This design comes from an exercise in tuning for small area and a short achievable clock period on the open sky130 flow, not from production work. In this exercise RTL edits were held to simulation tests only and were not proved equivalent to the original.

## flow/design.v (module list and top-level ports; edited modules follow where they fit)
// module es_mul: 1679 lines
// module es_div_hi: 1474 lines
// module es_div_lo: 3134 lines
// module es_buf: 3 lines
// module es_add32: 110 lines
// module es_inc32: 249 lines
// module es_addpc: 102 lines
// module exec_stage: 180 lines
module exec_stage (
    input  logic        clk,
    input  logic        rst_n,
    input  logic        in_valid,
    input  logic [31:0] instr,
    input  logic [31:0] pc,
    input  logic [31:0] rs1_val,
    input  logic [31:0] rs2_val,
    output logic        out_valid,
    output logic [31:0] rd_data,
    output logic        rd_write,
    output logic [31:0] next_pc,
    output logic        illegal
);
  // ...
==> flow/run.sh <==
#!/bin/bash
# synth_recipe.tcl (not shown) runs the flow's synth.tcl, then flattens the netlist and writes it again
# the make line also repeats each setting of config.mk as NAME=value (left out here)
make -C /OpenROAD-flow-scripts/flow DESIGN_CONFIG=/design/flow/config.mk WORK_HOME=/design/flow/orfs CLKGATE_MAP_FILE= SYNTH_SCRIPT=/design/flow/synth_recipe.tcl finish
==> flow/config.mk <==
export PLATFORM = sky130hd
export DESIGN_NAME = exec_stage
export DESIGN_NICKNAME = exec_stage
export VERILOG_FILES = /design/flow/design.v
export SDC_FILE = /design/flow/constraint.sdc
export NUM_CORES = 4
export LEC_CHECK = 0
export ABC_AREA = 1
export CAP_MARGIN = 35
export CORE_MARGIN = 2
export CORE_UTILIZATION = 40
export GPL_TIMING_DRIVEN = 0
export PLACE_DENSITY = 0.75
export SLEW_MARGIN = 35
export SYNTH_HIERARCHICAL = 1
==> flow/constraint.sdc <==
create_clock -name core_clock -period 250.0 [get_ports {clk}]
set_input_delay 50.0000 -clock core_clock [delete_from_list [all_inputs] [get_ports {clk}]]
set_output_delay 50.0000 -clock core_clock [all_outputs]
set_load 0.01 [all_outputs]
==> results.py, run 1 <==
metrics = {
    "run_status": {
        "status": "no timing/DRC/antenna violations",
    },
    "sta": {
        "fin_ws_ns": 146.64,
        "rsz0062_at_grt": "false",
        "period_needed_ns": 103.36,
    },
    "detailed_routing": {
        "drc": 0,
        "via_per_inst": 5.90,
    },
    "die": {
        "tap_cells": 2072,
    },
    "clocking": {
        "clock-sinks": 123,
        "post_cts_buffers": 0,
        "cts-root-buf": "clkbuf_16",
    },
    "yosys": {
        "synth_area_leaders": "fa_1 (21%), ha_1 (14%), xor2_1 (9.1%)",
        "synth-edff-count": 0,
        "ys.flop_type": "dfxtp_1",
        "synth_seq_cells": 123,
        "yosysMostFrequentCell": "nand2_1",
        "synth_mux_area_share_pct": 0.0316,
        "synth_top_area_share_pct": 20.9,
    },
    "cells_and_area": {
        "nNetsFinal": 10300,
        "clock_buffers": 19,
        "regArea_sq_um": 2490,
        "mostFrequentLayoutCell": "nand2_1",
        "seq_cell_count": 123,
    },
    "critical_path": {
        "crit_fanout": 16,
    },
}
==> run 2, diff against run 1 <==
--- a/flow/config.mk
+++ b/flow/config.mk
@@ -10,6 +10,6 @@
 export CORE_MARGIN = 2
 export CORE_UTILIZATION = 40
 export GPL_TIMING_DRIVEN = 0
-export PLACE_DENSITY = 0.75
+export PLACE_DENSITY = 0.9
 export SLEW_MARGIN = 35
 export SYNTH_HIERARCHICAL = 1
==> results.py, run 2 <==
metrics = {
    "cells_and_area": {
        "post-route-util_pct": 43.7,
        "nNetsFinal": 10300,
        "num-fill-cells": 15500,
        "syn2layout_area_growth_pct": 8.97,
        "reg_top3": "next_pc x32, x_q x32, y_q x32",
        "final_cell_mix": "nand2_1 (1411), inv_1 (1267), ha_1 (695)",
        "regArea_sq_um": 2490,
        "mostFrequentLayoutCell": "nand2_1",
        "drive_gt1_share_pct": 12.8,
        "multi_input_area_sq_um": 51300,
    },
    "clocking": {
        "clk_pin_slew_ns": 0.07,
        "post_cts_resize_count": 0,
        "clock-sinks": 123,
        "tritoncts": "built",
        "post_cts_buffers": 0,
        "h-tree-depth": 4,
        "cts_buffer_depth": 2,
        "hold_buffers": 0,
        "cts-root-buf": "clkbuf_16",
        "cts_buffers": 17,
    },
    "global_routing": {
        "grtUsageTotal_pct": 36.1,
        "grt-ovfl-total": 0,
        "grt_pass1_wl_microns": 431000,
        "antenna_found_initial": 24,
        "grt_pass1_vias": 64000,
        "grt_max_degree": 21,
    },
    "sta": {
        "setup_violations": 0,
        "report.final.slew_viol_count": 0,
        "setup_tns_ns": 0,
        "worstMarginPinSlew_ns": 1.15,
        "rsz0062_at_grt": "false",
        "period_needed_ns": 101.85,
        "slew_headroom_pct": 23.4,
        "fin_hold_ws_ns": 49.69,
        "finalHoldViolCount": 0,
        "fin_crit_sh_pct": 40.7,
        "fmax_ghz": 0.00982,
    },
    "detailed_routing": {
        "antenna_left": 0,
        "vias": 65800,
        "wl_per_cell_microns": 27.4,
        "drc": 0,
        "initialDrtViolationCount": 9918,
        "drt_pass1_iterations": 13,
        "via_per_inst": 6.03,
        "routed_wl_microns": 299000,
    },
    "place": {
        "gp_congestion": 1.14,
        "port_buffers": 192,
        "hpwl_microns": 239000,
    },
    "yosys": {
        "syn_area_per_cell_sq_um": 7.39,
        "synth_seq_cells": 123,
        "ys_seq_area_share_pct": 3.90,
        "yosysMostFrequentCell": "nand2_1",
        "syn_inst": 8573,
        "synth_area_leaders": "fa_1 (21%), ha_1 (14%), xor2_1 (9.1%)",
        "synth_top_area_share_pct": 20.9,
        "netlist_area_sq_um": 63300,
        "synthArstFlopShare_pct": 0.813,
        "ys_types": 72,
        "syn_nets": 10100,
        "synthTopCellsByCount": "nand2_1 (1415), inv_1 (1275), ha_1 (695), fa_1 (660), xor2_1 (657)",
        "synth-edff-count": 0,
        "ys.flop_type": "dfxtp_1",
        "synth_area_leader_cell": "fa_1",
        "yosysWarnings": 7,
    },
    "die": {
        "dieHeight_microns": 402,
        "fp.dieArea_sq_um": 162000,
        "core_area_sq_um": 158000,
        "pin_count": 198,
        "start_util_pct": 40.1,
        "rows": 146,
        "fp.dieW_microns": 402,
    },
    "critical_path": {
        "crit_required_ns": 200.00,
        "crit_arrival_ns": 51.85,
        "slowest_stage": "dfxtp_2",
        "crit_fanout": 16,
        "worstSetupStartpointType": "flip-flop",
        "cpMostUsedCell": "nand2_1",
        "crit_type": "reg -> out",
        "worst_setup_path_end_kind": "primary output",
        "slowest_delay_ns": 0.85,
    },
    "run_status": {
        "status": "no timing/DRC/antenna violations",
    },
    "worst_hold_path": {
        "min_path_type": "in -> async",
    },
    "flow_run": {
        "drv_cap": 0,
    },
}
-- run 2: cell counts after synthesis --
No cell type changed its count.
-- run 2: routing by layer --
metal,global-route usage (%),part of all wire [%],vias to the layer above
met5,0.416,0.088,-
li1,-,-,28500
met4,24.4,9.0,24
met1,42.9,37,31100
met3,15.2,14,1453
met2,52.8,40,4696
-- run 2: worst max-delay path, delay by kind of cell (launching register included) --
family	cells	cell delay [ns]
compound gates	68	16.95
fa+ha+maj	22	7.65
xor+xnor	2	0.69
flops	1	0.85
buf+inv	71	12.68
simple gates	113	12.48
-- run 2: cell families after synthesis --
logic type | count (synthesis) | synth area share [%]
multiplexers | 2 | 0.0316
XOR/XNOR | 756 | 10.5
AO/OA/AOI/OAI | 1572 | 16.9
AND/OR/NAND/NOR | 2634 | 19.0
adder cells (fa/ha/maj) | 1355 | 34.6
flip-flops | 123 | 3.90
other | 1 | 0.00592
buffers and inverters | 2130 | 15.2
-- run 2: worst max path at each step --
stage / start / end / cells after the start
detailed placement: y_q[2]$_DFF_P_ / rd_data[21] / 279
CTS: y_q[6]$_DFF_P_ / rd_data[21] / 275
global route: y_q[4]$_DFF_P_ / rd_data[21] / 280
finish: y_q[6]$_DFF_P_ / rd_data[21] / 276
floorplan: y_q[2]$_DFF_P_ / rd_data[23] / 277
global placement: y_q[2]$_DFF_P_ / rd_data[21] / 278
-- run 2: layout make-up --
cell class                      instances  share of cell area, %
Multi-Input combinational cell       6320                   74.4
Buffer                                756                   6.55
Antenna cell                           19                 0.0689
Timing Repair Buffer                  218                   3.23
Tap cell                             2072                   3.76
Clock buffer                           18                  0.636
Sequential cell                       123                   3.61
Inverter                             1374                   7.52
Clock inverter                         14                  0.263
-- run 2: modules after synthesis (local to each module, per instance) --
module | flip-flops and latches | cell area (sq um)
es_addpc | 0 | 893
es_div_lo | 0 | 19800
es_buf | 0 | 7.51
exec_stage | 123 | 7450
es_div_hi | 0 | 9430
es_add32 | 0 | 1320
es_inc32 | 0 | 828
es_mul | 0 | 21600
-- run 2: per-stage QoR --
stage               cell area [sq um]  setup slack [ns]  cells
floorplan                       63300            161.05   8573
global placement                67800            149.96  10800
detailed placement              68200            149.84  10900
CTS                             68800            149.18  10900
global route                    69000            144.47  10900
finish                          69000            148.15  10900

[what the ideal ports hide]
The results above use ideal ports. As a check the final layouts listed here were re-extracted and re-timed, cells and wires unchanged. Step 1, drivers: a clkbuf_16 drives clk and a buf_2 each remaining input, both assumed. Step 2 moves the port delays by t, midway between the first and last clock arrival at a register: inputs arrive t later, outputs are due t later. That takes back most of the time a late clock gives input paths. a / b / c = ideal ports / drivers / drivers and shift; a / b = the first two.
| run | t (ns) | setup slack, ns | hold slack, ns | worst setup path after step 2 |
|---|---|---|---|---|
| run 1 | 0.522 | 146.640 / 146.580 / 147.102 | 49.673 / 49.639 / 50.161 | register to output |
| run 2 | 0.492 | 148.151 / 148.099 / 148.591 | 49.690 / 49.661 / 50.153 | register to output |
After both steps setup and hold are still met in every run listed.
